What follows belongs to an exercise in optimizing a design on an open flow for small area; a production flow would make more cautious choices.
Only simulation tests tie the RTL to the original design; equivalence was not proved.
No activity file was given, so power comes from the tool's default toggle rates.

### design/flow/design.v
package decode_pkg;
    localparam int opcode_lsb = 26;
    localparam int rs_lsb     = 21;
    localparam int rt_lsb     = 16;
    localparam int rd_lsb     = 11;
    localparam int shamt_lsb  = 6;
endpackage
module inst_decoder (
    input  logic [31:0] inst_i,
    output logic [7:0]  aluop_o,
    output logic [2:0]  alusel_o,
    output logic        wreg_raw_o,    
    output logic        movn_o,
    output logic        movz_o,
    output logic [4:0]  wd_o,
    output logic        rd1_o,         
    output logic        rd2_o,         
    output logic        shamt_o,       
    output logic        sext_o,        
    output logic        upper_o        
);
    logic [5:0] op;
    logic [5:0] fn;
    assign op = inst_i[31:26];
    assign fn = inst_i[5:0];
    always_comb begin
        aluop_o    = 8'h7c;
        alusel_o   = 3'd0;
        wreg_raw_o = 1'b0;
        movn_o     = 1'b0;
        movz_o     = 1'b0;
        wd_o       = inst_i[15:11];
        rd1_o      = 1'b0;
        rd2_o      = 1'b0;
        shamt_o    = 1'b0;
        sext_o     = 1'b0;
        upper_o    = 1'b0;
        case (op)
            6'h00: begin
                case (fn)
                    6'h24, 6'h25, 6'h26, 6'h27: begin
                        aluop_o = {2'b00, fn};
                        alusel_o = 3'd1;
                        wreg_raw_o = 1'b1;
                        rd1_o = 1'b1;
                        rd2_o = 1'b1;
                    end
                    6'h20, 6'h21, 6'h22, 6'h23, 6'h2a, 6'h2b: begin
                        aluop_o = {2'b00, fn};
                        alusel_o = 3'd4;
                        wreg_raw_o = 1'b1;
                        rd1_o = 1'b1;
                        rd2_o = 1'b1;
                    end
                    6'h00, 6'h02, 6'h03: begin
                        aluop_o = (fn == 6'h00) ? 8'h7c : {2'b00, fn};
                        alusel_o = 3'd2;
                        wreg_raw_o = 1'b1;
                        rd2_o = 1'b1;
                        shamt_o = 1'b1;
                    end
                    6'h04, 6'h06, 6'h07: begin
                        aluop_o = (fn == 6'h04) ? 8'h7c : {6'b0, fn[1:0]};
                        alusel_o = 3'd2;
                        wreg_raw_o = 1'b1;
                        rd1_o = 1'b1;
                        rd2_o = 1'b1;
                    end
                    6'h0a, 6'h0b: begin
                        aluop_o = {2'b00, fn};
                        alusel_o = 3'd3;
                        movn_o = fn[0];
                        movz_o = ~fn[0];
                        rd1_o = 1'b1;
                        rd2_o = 1'b1;
                    end
                    default: begin
                    end
                endcase
            end
            6'h0c, 6'h0d, 6'h0e, 6'h0f: begin
                aluop_o = (op == 6'h0c) ? 8'h24 : (op == 6'h0e) ? 8'h26 : 8'h25;
                alusel_o = 3'd1;
                wreg_raw_o = 1'b1;
                wd_o = inst_i[20:16];
                rd1_o = 1'b1;
                upper_o = (op == 6'h0f);
            end
            6'h08, 6'h09, 6'h0a, 6'h0b: begin
                case (op[1:0])
                    2'd0: aluop_o = 8'h55;
                    2'd1: aluop_o = 8'h56;
                    2'd2: aluop_o = 8'h57;
                    default: aluop_o = 8'h58;
                endcase
                alusel_o = 3'd4;
                wreg_raw_o = 1'b1;
                wd_o = inst_i[20:16];
                rd1_o = 1'b1;
                sext_o = 1'b1;
            end
            default: begin
            end
        endcase
    end
endmodule
module imm_gen (
    input  logic [31:0] inst_i,
    input  logic        shamt_i,
    input  logic        sext_i,
    input  logic        upper_i,
    output logic [31:0] imm1_o,     
    output logic [31:0] imm2_o      
);
    assign imm1_o = shamt_i ? {27'b0, inst_i[10:6]} : {16'b0, inst_i[15:0]};
    assign imm2_o = upper_i ? {inst_i[15:0], 16'b0}
                            : {{16{sext_i & inst_i[15]}}, inst_i[15:0]};
endmodule
module operand_fwd (
    input  logic              rst,
    input  logic              read_i,
    input  logic [4:0]        addr_i,
    input  logic [31:1][31:0] regs_i,
    input  logic [31:1]       nz_i,         
    input  logic              wb_we_i,
    input  logic [4:0]        wb_waddr_i,
    input  logic [31:0]       imm_i,
    input  logic              imm_nz_i,     
    input  logic              ex_wreg_i,
    input  logic [4:0]        ex_wd_i,
    input  logic [31:0]       ex_wdata_i,
    input  logic              mem_wreg_i,
    input  logic [4:0]        mem_wd_i,
    input  logic [31:0]       mem_wdata_i,
    input  logic [31:0]       wb_wdata_i,
    output logic [31:0]       operand_o,
    output logic              nonzero_o     
);
    logic [31:1] dec;
    logic        wb_hit;
    logic        sel_wb;
    logic [31:1] sel_reg;
    logic [10:0][31:0] part_n;
    logic        ex_hit;
    logic        mem_hit;
    logic        sel_ex;
    logic        sel_mem;
    logic        sel_rf;
    logic        sel_imm;
    always_comb begin
        for (int k = 1; k < 32; k++) begin
            dec[k] = (addr_i == k[4:0]);
        end
    end
    assign ex_hit  = ex_wreg_i & (ex_wd_i == addr_i);
    assign mem_hit = mem_wreg_i & (mem_wd_i == addr_i);
    assign wb_hit  = wb_we_i & (wb_waddr_i == addr_i) & (addr_i != 5'd0);
    assign sel_ex  = ~rst & read_i & ex_hit;
    assign sel_mem = ~rst & read_i & ~ex_hit & mem_hit;
    assign sel_wb  = ~rst & read_i & ~ex_hit & ~mem_hit & wb_hit;
    assign sel_rf  = ~rst & read_i & ~ex_hit & ~mem_hit & ~wb_hit;
    assign sel_imm = ~rst & ~read_i;
    always_comb begin
        for (int k = 1; k < 32; k++) begin
            sel_reg[k] = sel_rf & dec[k];
        end
    end
    for (genvar g = 0; g < 11; g++) begin : g_grp
        for (genvar i = 0; i < 32; i++) begin : g_bit
            if (g < 10) begin : g_rf
                aoi222 u_aoi (
                    .a1 (sel_reg[3*g+1]), .a2 (regs_i[3*g+1][i]),
                    .b1 (sel_reg[3*g+2]), .b2 (regs_i[3*g+2][i]),
                    .c1 (sel_reg[3*g+3]), .c2 (regs_i[3*g+3][i]),
                    .y  (part_n[g][i])
                );
            end else begin : g_fwd
                aoi222 u_aoi (
                    .a1 (sel_reg[31]), .a2 (regs_i[31][i]),
                    .b1 (sel_ex),      .b2 (ex_wdata_i[i]),
                    .c1 (sel_mem),     .c2 (mem_wdata_i[i]),
                    .y  (part_n[g][i])
                );
            end
        end
    end
    always_comb begin
        operand_o = ({32{sel_wb}} & wb_wdata_i) | ({32{sel_imm}} & imm_i);
        for (int g = 0; g < 11; g++) begin
            operand_o = operand_o | ~part_n[g];
        end
    end
    assign nonzero_o = (sel_ex & (|ex_wdata_i))
                     | (sel_mem & (|mem_wdata_i))
                     | (sel_wb & (|wb_wdata_i))
                     | (|(sel_reg & nz_i))
                     | (sel_imm & imm_nz_i);
endmodule
module aoi222 (
    input  logic a1,
    input  logic a2,
    input  logic b1,
    input  logic b2,
    input  logic c1,
    input  logic c2,
    output logic y
);
    assign y = ~((a1 & a2) | (b1 & b2) | (c1 & c2));
endmodule
module reg_file (
    input  logic              clk,
    input  logic              rst,
    input  logic              we_i,
    input  logic [4:0]        waddr_i,
    input  logic [31:0]       wdata_i,
    output logic [31:1][31:0] regs_o,
    output logic [31:1]       nz_o
);
    logic [31:1][31:0] regs;
    logic [31:1]       nz;
    logic [31:0]       wd;
    logic [31:1]       wen;
    assign wd = rst ? 32'b0 : wdata_i;
    always_comb begin
        for (int k = 1; k < 32; k++) begin
            wen[k] = we_i && (waddr_i == k[4:0]);
        end
    end
    always_ff @(posedge clk) begin
        for (int k = 1; k < 32; k++) begin
            if (rst || wen[k]) begin
                regs[k] <= wd;
                nz[k]   <= |wd;
            end
        end
    end
    assign regs_o = regs;
    assign nz_o   = nz;
endmodule
module decode_stage (
    input   logic        clk,
    input   logic        rst,
    input   logic [31:0] inst_i,
    input   logic        ex_wreg_i,
    input   logic [4:0]  ex_wd_i,
    input   logic [31:0] ex_wdata_i,
    input   logic        mem_wreg_i,
    input   logic [4:0]  mem_wd_i,
    input   logic [31:0] mem_wdata_i,
    input   logic        wb_we_i,
    input   logic [4:0]  wb_waddr_i,
    input   logic [31:0] wb_wdata_i,
    output  logic [7:0]  aluop_o,
    output  logic [2:0]  alusel_o,
    output  logic        wreg_o,
    output  logic [4:0]  wd_o,
    output  logic [31:0] reg1_o,
    output  logic [31:0] reg2_o
);
    logic [7:0]        aluop;
    logic [2:0]        alusel;
    logic              wreg_raw;
    logic              movn;
    logic              movz;
    logic [4:0]        wd;
    logic              rd1;
    logic              rd2;
    logic              shamt;
    logic              sext;
    logic              upper;
    logic [31:0]       imm1;
    logic [31:0]       imm2;
    logic [31:1][31:0] regs;
    logic [31:1]       nz;
    logic              imm1_nz;
    logic              imm2_nz;
    logic              rs_nonzero;
    logic              rt_nonzero;
    inst_decoder u_decoder (
        .inst_i     (inst_i),
        .aluop_o    (aluop),
        .alusel_o   (alusel),
        .wreg_raw_o (wreg_raw),
        .movn_o     (movn),
        .movz_o     (movz),
        .wd_o       (wd),
        .rd1_o      (rd1),
        .rd2_o      (rd2),
        .shamt_o    (shamt),
        .sext_o     (sext),
        .upper_o    (upper)
    );
    imm_gen u_imm (
        .inst_i  (inst_i),
        .shamt_i (shamt),
        .sext_i  (sext),
        .upper_i (upper),
        .imm1_o  (imm1),
        .imm2_o  (imm2)
    );
    reg_file u_regs (
        .clk     (clk),
        .rst     (rst),
        .we_i    (wb_we_i),
        .waddr_i (wb_waddr_i),
        .wdata_i (wb_wdata_i),
        .regs_o  (regs),
        .nz_o    (nz)
    );
    operand_fwd fwd_rs (
        .rst         (rst),
        .read_i      (rd1),
        .addr_i      (inst_i[25:21]),
        .regs_i      (regs),
        .nz_i        (nz),
        .wb_we_i     (wb_we_i),
        .wb_waddr_i  (wb_waddr_i),
        .imm_i       (imm1),
        .imm_nz_i    (imm1_nz),
        .ex_wreg_i   (ex_wreg_i),
        .ex_wd_i     (ex_wd_i),
        .ex_wdata_i  (ex_wdata_i),
        .mem_wreg_i  (mem_wreg_i),
        .mem_wd_i    (mem_wd_i),
        .mem_wdata_i (mem_wdata_i),
        .wb_wdata_i  (wb_wdata_i),
        .operand_o   (reg1_o),
        .nonzero_o   (rs_nonzero)
    );
    operand_fwd fwd_rt (
        .rst         (rst),
        .read_i      (rd2),
        .addr_i      (inst_i[20:16]),
        .regs_i      (regs),
        .nz_i        (nz),
        .wb_we_i     (wb_we_i),
        .wb_waddr_i  (wb_waddr_i),
        .imm_i       (imm2),
        .imm_nz_i    (imm2_nz),
        .ex_wreg_i   (ex_wreg_i),
        .ex_wd_i     (ex_wd_i),
        .ex_wdata_i  (ex_wdata_i),
        .mem_wreg_i  (mem_wreg_i),
        .mem_wd_i    (mem_wd_i),
        .mem_wdata_i (mem_wdata_i),
        .wb_wdata_i  (wb_wdata_i),
        .operand_o   (reg2_o),
        .nonzero_o   (rt_nonzero)
    );
    assign imm1_nz = |imm1;
    assign imm2_nz = |inst_i[15:0];
    assign aluop_o  = rst ? 8'h00 : aluop;
    assign alusel_o = rst ? 3'd0 : alusel;
    assign wd_o     = rst ? 5'd0 : wd;
    assign wreg_o   = ~rst & (wreg_raw | (movn & rt_nonzero) | (movz & ~rt_nonzero));
endmodule
### design/flow/flow/run.sh
#!/bin/bash
# Layout flow: the standard ORFS flow (standard.sh) with changes to how
# the layout is built, not to what it is measured against:
#  - ports are buffered with a plain buffer instead of a delay cell,
#  - clock tree synthesis uses small clock buffers, larger sink clusters and
#    no dummy loads.
# Synthesis is the standard one, except that the aoi222 cells of the register
# read multiplexers are mapped on their own (kept as modules until mapping,
# then flattened as usual), so each becomes one AND-OR-invert gate. ORFS writes each step's log under orfs/logs;
# make's own output goes to flow_make.log here.
set -euo pipefail
cd "$(dirname "$0")/.."
bash standard.sh finish \
  "SYNTH_KEEP_MODULES=aoi222" \
  "BUFFER_PORTS_ARGS=-buffer_cell sky130_fd_sc_hd__buf_1" \
  "CTS_ARGS=-sink_clustering_enable -repair_clock_nets -dont_use_dummy_load -sink_clustering_size 12 -sink_clustering_max_diameter 50 -buf_list {sky130_fd_sc_hd__clkbuf_8}" \
  > flow_make.log 2>&1
### design/flow/standard.sh
#!/bin/bash
# synth_recipe.tcl (not shown) runs the flow's synth.tcl, then flattens the netlist and writes it again
# the make line also repeats each setting of config.mk as NAME=value (left out here)
make -C /OpenROAD-flow-scripts/flow DESIGN_CONFIG=/design/flow/config.mk WORK_HOME=/design/flow/orfs CLKGATE_MAP_FILE= SYNTH_SCRIPT=/design/flow/synth_recipe.tcl "${@:-finish}"
### design/flow/config.mk
export PLATFORM = sky130hd
export DESIGN_NAME = decode_stage
export DESIGN_NICKNAME = decode_stage
export VERILOG_FILES = /design/flow/design.v
export SDC_FILE = /design/flow/constraint.sdc
export NUM_CORES = 4
export LEC_CHECK = 0
export ABC_CLOCK_PERIOD_IN_PS = 7000
export CAP_MARGIN = 5
export CORE_MARGIN = 2
export CORE_UTILIZATION = 30
export SLEW_MARGIN = 5
### design/flow/constraint.sdc
create_clock -name core_clock -period 8.5 [get_ports {clk}]
set_input_delay 1.7000 -clock core_clock [delete_from_list [all_inputs] [get_ports {clk}]]
set_output_delay 1.7000 -clock core_clock [all_outputs]
set_load 0.01 [all_outputs]
==> results of run 1 <==
## per-stage QoR
stage	instances	cell area (µm²)	utilization [%]	worst slack [ns]	power (mW)
2_1_floorplan	2550	42800	-	1.20	6.54
3_3_place_gp	4809	48000	33.9	0.796	6.88
3_5_place_dp	4809	48000	33.9	0.677	6.91
4_1_cts	4913	49500	34.9	0.663	9.50
5_1_grt	4915	49500	34.9	0.319	9.76
6_report	4916	49500	35.0	0.400	9.55
## final timing paths
check	end	slack [ns]
max	reg2_o[18]	0.40
min	u_regs.regs[976]$_DFFE_PP_	1.57
## per-module statistics from Yosys (local to each module, per instance)
| module | copies in the design | area (µm²) | cells inside |
|---|---|---|---|
| aoi222 | 704 | 10.0 | 1 |
| decode_stage | 1 | 35700 | 1846 |
## power groups by stage
stage                     Clock, mW  Combinational (mW)  Sequential (mW)
after floorplan                   0               0.240             6.30
after global placement            0               0.558             6.32
after detailed placement          0               0.565             6.34
after CTS                      2.70               0.566             6.23
after global routing           2.88               0.599             6.28
final                          2.71               0.592             6.24
## flip-flops by register name, summed over array words and instances, names as in the netlist
register     flops
u_regs.regs    992
u_regs.nz       31
## synthesized netlist by cell type (3+ instances only)
cell,instances
edfxtp_1,1023
a222oi_1,704
nand4_1,164
nor2_1,118
nand3_1,70
nand2_1,61
nor2b_1,38
nor3_1,33
o21ai_0,32
nor4_1,31
a221o_1,28
clkbuf_1,23
a2111o_1,16
xor2_1,16
a21oi_1,15
buf_2,14
nand2b_1,14
mux2i_1,13
xnor2_1,12
inv_1,10
o31ai_1,10
and3_1,9
nand3b_1,8
o211ai_1,7
buf_4,6
ha_1,5
a31oi_1,4
buf_6,4
a21o_1,3
o41ai_1,3
or4_4,3
## logic make-up after synthesis
kind of cell,Yosys count,synth area share [%]
compound gates,847,19.1
other cells,1,0.00877
fa+ha+maj,5,0.146
simple gates,570,7.23
flops,1023,71.9
buf+inv,61,0.702
mux,15,0.383
xor+xnor,28,0.574
## area by class of cell
cell class                      count  area, µm²  share of cell area [%]
Antenna cell                        2       5.00                  0.0101
Sequential cell                  1023      30700                    62.1
Inverter                           11       41.3                  0.0834
Clock buffer                      104       1430                    2.89
Tap cell                         1890       2360                    4.78
Timing Repair Buffer              420       2450                    4.95
Multi-Input combinational cell   1466      12500                    25.2
## routing by layer
metal | vias up | part of all wire [%] | track usage, %
met5 | - | 0.10 | 0.628
met1 | 17600 | 35 | 33.3
met2 | 3639 | 40 | 35.0
li1 | 13300 | - | -
met4 | 16 | 5.4 | 11.9
met3 | 575 | 19 | 11.7
## critical path: cells and delay by family
family / cells / cell delay, ns
buffers and inverters: 3 / 1.07
AND/OR/NAND/NOR: 7 / 1.94
XOR/XNOR: 1 / 0.20
AO/OA/AOI/OAI: 2 / 1.46
==> run summary, run 1 <==
Vert. Die Dim 382 µm; CP Launch Type input port; Yosys cell types 69; Period minus WS final 8.10 ns; Clock transition at path regs 0.07 ns; core area 142000 µm²; Sum Neg Setup Slack 0 ns; Tcrit/Tclk final 95.3%; CTS buffer count 104; critical path cell sequence buf_1 > xnor2_1 > nand3_1 > a211oi_2 > nor4_2 > nand3b_1 > buf_4 > nor2_4 > a222oi_1 > nand4_1 > nor3_1 > nand3_1 > buf_1; largest cells by area after synthesis edfxtp_1 72%, a222oi_1 16%, nand4_1 2.4%; Comb pwr share 6.2%; post-synthesis cell area 42800 µm²; most frequent cells in the layout 1023 x edfxtp_1, 704 x a222oi_1, 226 x buf_1; Leakage 15.3 nW; Pwr per Cell Area 193 nW/µm²; Seq/Total Area, Yosys 71.9%; PortBufs 227; die width 382 µm; Max-slew headroom 12.1%; Synth Instances 2550; Vias 35100; crit path from wb_waddr_i[3]; Hold Crit Start wb_wdata_i[16]; Std-Cell Rows 138; Worst EP required 6.80 ns; Clock Sinks 1023; first-pass GRT wire length 259000 µm; cell internal pwr 7.24 mW; # fillers 13500; WS Path Type in -> out; WL final 194000 µm; Pre-antenna DRT Iters 17; GRT Util Overall 25.3%; Worst Hold Depth 2; warning count from the yosys run 3; most common cell after layout, fill and taps aside edfxtp_1; area grow syn2layout 15.7%; CTS tree yes; CP Capture Type output pin; clk buf depth 3; die area 146000 µm²; largest net degree at the start of global routing 37; synthesized flop and latch total 1023; EDFF count, synth 1023; max incr delay on CP 1.01 ns; largest fanout on the critical path 16; number of nets in the layout 3179; Tightest Pin Transition 1.30 ns; initial antenna violation count 13; post-DP HPWL 123000 µm; max cap viols 0; Max Fclk 123 MHz; Starting Density 30.2%; Max IR drop VDD 0.109 mV; area fraction of the dominant cell type after synthesis 71.9%; DRC 0; IO Pins 229; via/cell ratio 7.15; # H-tree levels 3; Resized cells post-CTS 0; most used flip-flop cell after synthesis edfxtp_1; sequential power share 65.4%; routed length per instance 39.5 µm; RSZ-0062 raised after global routing false; critical path's slowest cell a222oi_1; Switching Fraction 24.2%; Clk pwr share 28.4%; Iter 0 DRT Violations 9783; Final Hold Violating Endpoints 0; Final ANT Viol Nets 0; outcome finished clean; worst hold slack 1.57 ns; hold bufs inserted after CTS 0; total gr overflow 0; fin. max-slew vios 0; Syn Nets 2703; Setup violations, final 0; asr flop ratio synth 0%; clk root buf clkbuf_8; worst min-delay path category in -> reg; mean area per synthesized cell 16.8 µm²; NetSw 2.31 mW; vias in the first global route 32800; fraction of layout cells with a size suffix above 1 13.9%; Placer Congestion 0.951; CP Data Arrival Time 6.40 ns; largest area contributor in the netlist edfxtp_1; Post-CTS Repair Setup Buffers 0
==> inputs of run 2 (changes only) <==
--- a/design/flow/config.mk
+++ b/design/flow/config.mk
@@ -7,6 +7,6 @@
 export LEC_CHECK = 0
 export ABC_CLOCK_PERIOD_IN_PS = 7000
-export CAP_MARGIN = 5
+export CAP_MARGIN = 20
 export CORE_MARGIN = 2
 export CORE_UTILIZATION = 30
-export SLEW_MARGIN = 5
+export SLEW_MARGIN = 20
==> run 2 against run 1 <==
  * Still clean on timing, DRC and antenna
  * Cell area about the same
  * Via count up 0.54%
  * First-iteration DRC count up 3.0%
  * Sequential cell count unchanged
  * Setup slack worse by 0.053 ns
  * Combinational power about the same
==> run summary, run 2 <==
Tcrit/Tclk final 95.9%; die width 382 µm; vias in the first global route 32800; design area 49500 µm²; Final ANT Viol Nets 0; Sum Neg Setup Slack 0 ns; Period minus WS final 8.15 ns; CP Data Arrival Time 6.45 ns; Resized cells post-CTS 0; CTS buffer count 103; area fraction of the dominant cell type after synthesis 71.9%; worst setup path endpoint reg2_o[18]; WL final 194000 µm; number of nets in the layout 3178; clk root buf clkbuf_8; Synth Instances 2550; Std-Cell Rows 138; synthesized flop and latch total 1023; RSZ-0062 raised after global routing false; GRT Util Overall 25.3%; initial antenna violation count 17; first-pass GRT wire length 260000 µm; clk buf depth 3; Top delay family on crit path simple AND/OR/NAND/NOR gates; most used flip-flop cell after synthesis edfxtp_1; Post-CTS Repair Setup Buffers 0; Leakage 15.3 nW; Placer Congestion 0.951; core area 142000 µm²; IO Pins 229; largest net degree at the start of global routing 37; Worst EP required 6.80 ns; area of the multi-input gates 12500 µm²; fin. max-slew vios 0; max cap viols 0; Worst Path Buf+Inv 3; Setup violations, final 0; CTS tree yes; Vert. Die Dim 382 µm; Max Fclk 123 MHz; CP Capture Type output pin; CP Launch Type input port; number of stages on the worst setup path 13; outcome finished clean; Tightest Pin Transition 1.21 ns; worst hold slack 1.57 ns; max FFs per register 992; most common cell after layout, fill and taps aside edfxtp_1; Max IR drop VDD 0.0988 mV; largest area contributor in the netlist edfxtp_1; critical path cell sequence buf_1 > xnor2_1 > nand3_1 > a211oi_2 > nor4_2 > nand3b_1 > buf_4 > nor2_4 > a222oi_1 > nand4_1 > nor3_1 > nand3_1 > buf_1; PortBufs 227; critical path's slowest cell a222oi_1; # H-tree levels 3; WS Path Type in -> out; total gr overflow 0; EDFF count, synth 1023; die area 146000 µm²; warning count from the yosys run 3; via/cell ratio 7.18; Syn Nets 2703; Pwr Total 9.54 mW; Post-synth top cells 1023 x edfxtp_1, 704 x a222oi_1, 164 x nand4_1; largest cells by area after synthesis edfxtp_1 72%, a222oi_1 16%, nand4_1 2.4%; most instantiated library cell after synthesis edfxtp_1; # fillers 13500; fraction of layout cells with a size suffix above 1 13.8%; hold bufs inserted after CTS 0; Iter 0 DRT Violations 10100; Seq/Total Area, Yosys 71.9%; worst min-delay path category in -> reg; Pwr per Cell Area 193 nW/µm²; post-synthesis cell area 42800 µm²; register area 30700 µm²; largest register by flop count u_regs.regs; mean area per synthesized cell 16.8 µm²; Max-slew headroom 18.3%; Starting Density 30.2%; Layout Utilization 35.0%; asr flop ratio synth 0%; most frequent cells in the layout 1023 x edfxtp_1, 704 x a222oi_1, 226 x buf_1; max incr delay on CP 1.03 ns; DRC 0; Vias 35300; routed length per instance 39.5 µm; area grow syn2layout 15.8%; Yosys cell types 69; post-DP HPWL 123000 µm; largest fanout on the critical path 16; Regs by FF count u_regs.regs (992), u_regs.nz (31); Clock transition at path regs 0.09 ns; Final Hold Violating Endpoints 0; Pre-antenna DRT Iters 17; Area after DPL 48000 µm²; Clock Sinks 1023; crit path from wb_waddr_i[3]
run 2: cell counts after synthesis:
Identical to the previous run, type by type.
run 2: per-layer routing:
metal / share of wire [%] / wire, µm / GRT usage [%] / up-vias
li1: - / - / - / 13300
met1: 35 / 68700 / 33.4 / 17700
met2: 41 / 78700 / 35.3 / 3687
met3: 19 / 36800 / 11.8 / 588
met4: 5.0 / 9800 / 11.4 / 22
met5: 0.093 / 181 / 0.265 / -
run 2: kinds of logic (layout without fill, tap and decap cells):
| logic type | after synthesis | count (layout) | synth area share (%) |
|---|---|---|---|
| adders and majority gates | 5 | 5 | 0.146 |
| muxes | 15 | 15 | 0.383 |
| buffers and inverters | 61 | 534 | 0.702 |
| other | 1 | 8 | 0.00877 |
| AOI/OAI and AO/OA | 847 | 847 | 19.1 |
| and+or+nand+nor | 570 | 570 | 7.23 |
| xor gates and xnor gates | 28 | 28 | 0.574 |
| DFF | 1023 | 1023 | 71.9 |
run 2: worst min path at each step:
stage	endpoint	depth (start not counted)	start	slack [ns]
floorplan	u_regs.regs[0]$_DFFE_PP_	1	wb_wdata_i[0]	2.24
global placement	u_regs.nz[19]$_DFFE_PP_	3	wb_waddr_i[2]	2.31
detailed placement	u_regs.nz[19]$_DFFE_PP_	3	wb_waddr_i[2]	2.32
CTS	u_regs.regs[976]$_DFFE_PP_	2	wb_wdata_i[16]	1.50
global route	u_regs.regs[976]$_DFFE_PP_	2	wb_wdata_i[16]	1.56
finish	u_regs.nz[19]$_DFFE_PP_	3	wb_waddr_i[2]	1.57
run 2: area by class of cell:
class / count / share of cell area, %
timing repair buffer: 420 / 4.93
multi-input combinational: 1466 / 25.3
sequential: 1023 / 62.1
antenna: 7 / 0.0354
inverter: 11 / 0.0834
clock buffer: 103 / 2.86
tap: 1890 / 4.78
run 2: stage by stage:
| stage | instances | setup slack, ns |
|---|---|---|
| 2_1_floorplan | 2550 | 1.20 |
| 3_3_place_gp | 4809 | 0.796 |
| 3_5_place_dp | 4810 | 0.719 |
| 4_1_cts | 4913 | 0.706 |
| 5_1_grt | 4914 | 0.325 |
| 6_report | 4920 | 0.348 |
run 2: report_power, final:
part,internal (mW),switching (mW)
registers,6.03,0.211
clock network,1.07,1.64
logic,0.121,0.471
total,7.23,2.32
run 2: per-module statistics from Yosys (local to each module, per instance):
module        flops+latches  area (µm²)
aoi222                    0        10.0
decode_stage           1023       35700
==> inputs of run 3 (changes only) <==
--- a/design/flow/flow/run.sh
+++ b/design/flow/flow/run.sh
@@ -14,4 +14,4 @@
   "SYNTH_KEEP_MODULES=aoi222" \
   "BUFFER_PORTS_ARGS=-buffer_cell sky130_fd_sc_hd__buf_1" \
-  "CTS_ARGS=-sink_clustering_enable -repair_clock_nets -dont_use_dummy_load -sink_clustering_size 12 -sink_clustering_max_diameter 50 -buf_list {sky130_fd_sc_hd__clkbuf_8}" \
+  "CTS_ARGS=-sink_clustering_enable -repair_clock_nets -dont_use_dummy_load -sink_clustering_size 15 -sink_clustering_max_diameter 50 -buf_list {sky130_fd_sc_hd__clkbuf_8}" \
   > flow_make.log 2>&1
--- a/design/flow/config.mk
+++ b/design/flow/config.mk
@@ -7,6 +7,6 @@
 export LEC_CHECK = 0
 export ABC_CLOCK_PERIOD_IN_PS = 7000
-export CAP_MARGIN = 20
+export CAP_MARGIN = 5
 export CORE_MARGIN = 2
 export CORE_UTILIZATION = 30
-export SLEW_MARGIN = 20
+export SLEW_MARGIN = 5
==> run 3 against run 2 <==
  * Power down 1.3%
  * Synthesized cell count stayed put
  * Critical path type unchanged
  * Wire length fell by 0.26%
  * Setup slack better by 0.10 ns
  * Global-route usage decreased by 0.062 points
  * Largest power group unchanged
  * Critical path depth up 1
  * Highest routed layer unchanged
  * Fmax rose by 1.3%
  * Clock power decreased by 4%
  * First-iteration DRC count decreased by 2.1%
  * Via count shrank 0.74%
  * Core utilization shrank 0.11 points
==> run summary, run 3 <==
vias in the first global route 32700; mean area per synthesized cell 16.8 µm²; Regs by FF count u_regs.regs (992), u_regs.nz (31); Max-slew headroom 13.8%; Clock Sinks 1023; most common cell after layout, fill and taps aside edfxtp_1; Max IR drop VDD 0.0879 mV; # H-tree levels 3; Syn Nets 2703; largest net degree at the start of global routing 37; initial antenna violation count 12; EDFF count, synth 1023; largest register by flop count u_regs.regs; GRT Util Overall 25.3%; GRT busiest layer met2; IO Pins 229; critical path cell sequence buf_1 > nor2_1 > and4b_1 > nand3_1 > nor4_2 > nand2_1 > nor2_4 > buf_4 > a222oi_1 > nand4_1 > nor2_1 > nand4_1 > a221o_1 > buf_1; worst min-delay path category in -> reg; WS Path Type in -> out; Final ANT Viol Nets 0; synthesized flop and latch total 1023; Period minus WS final 8.05 ns; Starting Density 30.2%; Final Hold Violating Endpoints 0; CP Launch Type input port; outcome finished clean; post-DP HPWL 123000 µm; critical path's slowest cell nor2_4; Vert. Die Dim 382 µm; die area 146000 µm²; Post-CTS Repair Setup Buffers 0; max cap viols 0; Sum Neg Setup Slack 0 ns; post-synthesis cell area 42800 µm²; RSZ-0062 raised after global routing false; met2 Use GR 34.9%; max FFs per register 992; asr flop ratio synth 0%; routed length per instance 39.5 µm; PortBufs 227; grt met1 use 33.2%; Pre-antenna DRT Iters 13; Max Fclk 124 MHz; Yosys cell types 69; Std-Cell Rows 138; DRC 0; area fraction of the dominant cell type after synthesis 71.9%; Vias 35100; area grow syn2layout 15.4%; Resized cells post-CTS 0; # fillers 13500; Pwr Total 9.42 mW; Setup violations, final 0; largest cells by area after synthesis edfxtp_1 72%, a222oi_1 16%, nand4_1 2.4%; clk root buf clkbuf_8; met3 GRT Util 11.8%; CTS tree yes; first-pass GRT wire length 259000 µm; number of nets in the layout 3169; largest area contributor in the netlist edfxtp_1; CP Data Arrival Time 6.35 ns; largest fanout on the critical path 17; fraction of layout cells with a size suffix above 1 13.6%; core area 142000 µm²; Synth Instances 2550; most used flip-flop cell after synthesis edfxtp_1; Pwr per Cell Area 191 nW/µm²; Layout Utilization 34.9%; Leakage 15.2 nW; max incr delay on CP 0.89 ns; via/cell ratio 7.14; Worst EP required 6.80 ns; die width 382 µm; WL final 194000 µm; Post-synth top cells 1023 x edfxtp_1, 704 x a222oi_1, 164 x nand4_1; warning count from the yosys run 3; clk buf depth 3; Tightest Pin Transition 1.28 ns; Iter 0 DRT Violations 9864; total gr overflow 0; hold bufs inserted after CTS 0; Placer Congestion 0.951; Clock transition at path regs 0.10 ns; Tcrit/Tclk final 94.7%; fin. max-slew vios 0; most instantiated library cell after synthesis edfxtp_1; most frequent cells in the layout 1023 x edfxtp_1, 704 x a222oi_1, 226 x buf_1; Seq/Total Area, Yosys 71.9%; CP Capture Type output pin; CTS buffer count 94
-- run 3: path summary, 6_finish.rpt --
| kind | start | to | slack, ns | cells after the start |
|---|---|---|---|---|
| worst max-delay path | inst_i[31] | reg2_o[10] | 0.45 | 14 |
| worst min-delay path | wb_waddr_i[2] | u_regs.nz[19]$_DFFE_PP_ | 1.58 | 3 |
-- run 3: area by class of cell --
| cell class | instances | area, µm² | share of cell area, % |
|---|---|---|---|
| clock buffer | 94 | 1290 | 2.62 |
| inverter | 11 | 41.3 | 0.0837 |
| antenna | 3 | 7.51 | 0.0152 |
| tap | 1890 | 2360 | 4.79 |
| sequential | 1023 | 30700 | 62.2 |
| multi-input combinational | 1466 | 12500 | 25.3 |
| timing repair buffer | 420 | 2450 | 4.96 |
-- run 3: metal layers --
layer	wire length (µm)	part of all wire (%)
met4	10600	5.4
met5	157	0.081
met2	78000	40
met1	67900	35
met3	37100	19
-- run 3: modules after synthesis (local to each module, per instance) --
module,flops+latches,copies in the design,cells
decode_stage,1023,1,1846
aoi222,0,704,1
-- run 3: where the power goes --
part           internal, mW  switching [mW]
Combinational         0.121           0.469
Sequential             6.03           0.210
Clock                 0.982            1.61
-- run 3: worst max-delay path, delay by kind of cell --
family / cells / cell delay [ns]
compound gates: 2 / 0.28
buf+inv: 3 / 0.70
simple gates: 9 / 3.61
-- run 3: cells by family after synthesis --
logic type	after synthesis	share of synthesized area (%)
buf+inv	61	0.702
simple gates	570	7.23
xor+xnor	28	0.574
flops	1023	71.9
other cells	1	0.00877
fa+ha+maj	5	0.146
compound gates	847	19.1
mux	15	0.383
-- run 3: per-stage QoR --
step / worst slack [ns] / hold slack [ns] / instance area, µm² / cells
floorplan: 1.20 / 2.24 / 42800 / 2550
global placement: 0.796 / 2.31 / 48000 / 4809
detailed placement: 0.677 / 2.32 / 48000 / 4809
CTS: 0.663 / 1.52 / 49300 / 4903
global route: 0.302 / 1.54 / 49300 / 4905
finish: 0.451 / 1.58 / 49300 / 4907
==> inputs of run 4 (changes only) <==
==> design/flow/flow/run.sh (replaced) <==
#!/bin/bash
# Layout flow: the standard ORFS flow (standard.sh) with changes to how
# the layout is built, not to what it is measured against:
#  - ports are buffered with a plain buf_1 instead of a delay cell,
#  - clock tree synthesis uses clkbuf_8 buffers only, in sink clusters of at
#    most 15 flip-flops, and inserts no dummy loads.
# Synthesis is the standard one, except that the aoi222 module of the register
# read multiplexers is kept until mapping (then flattened as usual), so each
# instance becomes one AND-OR-invert gate.
# ORFS writes each step's full log under orfs/logs; make's own output goes to
# flow_make.log here.
set -euo pipefail
cd "$(dirname "$0")/.."
bash standard.sh finish \
  "SYNTH_KEEP_MODULES=aoi222" \
  "BUFFER_PORTS_ARGS=-buffer_cell sky130_fd_sc_hd__buf_1" \
  "CTS_ARGS=-sink_clustering_enable -repair_clock_nets -dont_use_dummy_load -sink_clustering_size 15 -sink_clustering_max_diameter 50 -buf_list {sky130_fd_sc_hd__clkbuf_8}" \
  > flow_make.log 2>&1
==> run 4 against run 3 <==
  * Still clean
  * Hold slack did not move
  * Critical path depth unchanged
  * Sequential power barely moved
  * Fmax stayed put
  * Cell area stayed put
  * Global-route usage stayed put
  * Die area unchanged
  * Sequential share of layout area did not move
  * Wire length unchanged
  * Setup slack unchanged
  * Critical endpoint unchanged
  * Largest power group unchanged
  * Highest routed layer unchanged
==> run summary, run 4 <==
most used flip-flop cell after synthesis edfxtp_1; cell internal pwr 7.14 mW; routed length per instance 39.5 µm; clk root buf clkbuf_8; first-pass GRT wire length 259000 µm; initial antenna violation count 12; sequential power share 66.3%; Worst Hold Depth 3; design area 49300 µm²; Clk pwr share 27.5%; # H-tree levels 3; register area 30700 µm²; Synth Instances 2550; Vert. Die Dim 382 µm; largest fanout on the critical path 17; critical path cell sequence buf_1 > nor2_1 > and4b_1 > nand3_1 > nor4_2 > nand2_1 > nor2_4 > buf_4 > a222oi_1 > nand4_1 > nor2_1 > nand4_1 > a221o_1 > buf_1; mean area per synthesized cell 16.8 µm²; NetSw 2.29 mW; post-synthesis cell area 42800 µm²; largest net degree at the start of global routing 37; Clock Sinks 1023; vias in the first global route 32700; max incr delay on CP 0.89 ns; Period minus WS final 8.05 ns; largest area contributor in the netlist edfxtp_1; clk buf depth 3; Starting Density 30.2%; hold bufs inserted after CTS 0; Tcrit/Tclk final 94.7%; critical path's slowest cell nor2_4; Std-Cell Rows 138; PortBufs 227; WL final 194000 µm; EDFF count, synth 1023; Final Hold Violating Endpoints 0; WS Path Type in -> out; largest cells by area after synthesis edfxtp_1 72%, a222oi_1 16%, nand4_1 2.4%; fraction of layout cells with a size suffix above 1 13.6%; Leakage 15.2 nW; Area after DPL 48000 µm²; Resized cells post-CTS 0; IO Pins 229; Vias 35100; CP Capture Type output pin; die width 382 µm; GRT Util Overall 25.3%; Final ANT Viol Nets 0; RSZ-0062 raised after global routing false; most common cell after layout, fill and taps aside edfxtp_1; Worst EP required 6.80 ns; warning count from the yosys run 3; # fillers 13500; Max IR drop VDD 0.0879 mV; Clock transition at path regs 0.10 ns; die area 146000 µm²; Sum Neg Setup Slack 0 ns; fin. max-slew vios 0; DRC 0; Pre-antenna DRT Iters 13; Regs by FF count u_regs.regs (992), u_regs.nz (31); Post-synth top cells 1023 x edfxtp_1, 704 x a222oi_1, 164 x nand4_1; max cap viols 0; core area 142000 µm²; worst min-delay path category in -> reg; total gr overflow 0; Comb pwr share 6.3%; Switching Fraction 24.3%; area of the multi-input gates 12500 µm²; CTS tree yes; Seq/Total Area, Yosys 71.9%; Syn Nets 2703; area fraction of the dominant cell type after synthesis 71.9%; Max Fclk 124 MHz; CTS buffer count 94; Placer Congestion 0.951; Pwr per Cell Area 191 nW/µm²; most instantiated library cell after synthesis edfxtp_1; Post-CTS Repair Setup Buffers 0; max FFs per register 992; asr flop ratio synth 0%; CP Launch Type input port; Max-slew headroom 13.8%; Tightest Pin Transition 1.28 ns; post-DP HPWL 123000 µm; via/cell ratio 7.14; most frequent cells in the layout 1023 x edfxtp_1, 704 x a222oi_1, 226 x buf_1; Setup violations, final 0; Yosys cell types 69; CP Data Arrival Time 6.35 ns; largest register by flop count u_regs.regs; synthesized flop and latch total 1023; Iter 0 DRT Violations 9864; outcome finished clean; number of nets in the layout 3169; area grow syn2layout 15.4%
## run 4: cell counts in the layout (fill, tap and decap cells not counted)
No cell type changed its count.
## run 4: worst paths after layout
path | from | endpoint | slack, ns
worst max-delay path | inst_i[31] | reg2_o[10] | 0.45
worst min-delay path | wb_waddr_i[2] | u_regs.nz[19]$_DFFE_PP_ | 1.58
## run 4: worst max-delay path: cells and delay by family
kind                   cells  cell delay, ns
buffers and inverters      3            0.70
AND/OR/NAND/NOR            9            3.61
AO/OA/AOI/OAI              2            0.28
## run 4: final cells by class
class                   instances  share of cell area [%]
multi-input cells            1466                    25.3
flip-flops and latches       1023                    62.2
diodes                          3                  0.0152
clock buffers                  94                    2.62
inverters                      11                  0.0837
well taps                    1890                    4.79
repair buffers                420                    4.96
## run 4: power by group through the flow
| stage | Sequential [mW] | Combinational, mW | Clock (mW) |
|---|---|---|---|
| 6_report | 6.24 | 0.590 | 2.59 |
| 5_1_grt | 6.28 | 0.599 | 2.74 |
| 4_1_cts | 6.23 | 0.566 | 2.58 |
| 3_5_place_dp | 6.34 | 0.565 | 0 |
| 3_3_place_gp | 6.32 | 0.558 | 0 |
| 2_1_floorplan | 6.30 | 0.240 | 0 |
## run 4: cells by family after synthesis
family	Yosys count	synth area share [%]
muxes	15	0.383
xor gates and xnor gates	28	0.574
other	1	0.00877
adders and majority gates	5	0.146
AOI/OAI and AO/OA	847	19.1
and+or+nand+nor	570	7.23
DFF	1023	71.9
buffers and inverters	61	0.702
## run 4: modules after synthesis (local to each module, per instance)
| module | flops+latches | cells | times used |
|---|---|---|---|
| aoi222 | 0 | 1 | 704 |
| decode_stage | 1023 | 1846 | 1 |
## run 4: layer usage
layer  global-route usage, %  wire, µm  up-vias
met3                    11.8     37100      580
met4                    12.2     10600       12
li1                        -         -    13300
met1                    33.2     67900    17500
met5                   0.529       157        -
met2                    34.9     78000     3693
## run 4: per-stage QoR
step / power (mW) / std cells / hold slack [ns] / utilization, % / setup slack (ns)
global route: 9.62 / 4905 / 1.54 / 34.9 / 0.302
finish: 9.42 / 4907 / 1.58 / 34.9 / 0.451
global placement: 6.88 / 4809 / 2.31 / 33.9 / 0.796
CTS: 9.37 / 4903 / 1.52 / 34.8 / 0.663
detailed placement: 6.91 / 4809 / 2.32 / 33.9 / 0.677
floorplan: 6.54 / 2550 / 2.24 / - / 1.20

==> separate check: timing with driven ports <==
The flow's constraints put no driver on any port. The routed layouts listed below were extracted and timed again, unchanged, in two steps.
Step 1 (the two cells are an assumption about what drives the block):
set clk [get_ports {clk}]
set_driving_cell -lib_cell sky130_fd_sc_hd__clkbuf_16 $clk
set_driving_cell -lib_cell sky130_fd_sc_hd__buf_2 [delete_from_list [all_inputs] $clk]
Step 2, shift: input delay + t, output delay - t, t = (earliest + latest rising clock arrival at the registers) / 2. This alone moves slack from input paths to output paths.
Three values: no drivers, after step 1, after step 2; two values: the first two.
run	t (ns)	setup slack, ns	pins driven straight from the clock port
run 1	0.824	0.400 / 0.349 / 0.349	1
run 2	0.806	0.348 / 0.297 / 0.297	1
run 3	0.806	0.451 / 0.432 / 0.432	1
run 4	0.806	0.451 / 0.432 / 0.432	1
After both steps every run listed still meets setup and hold.
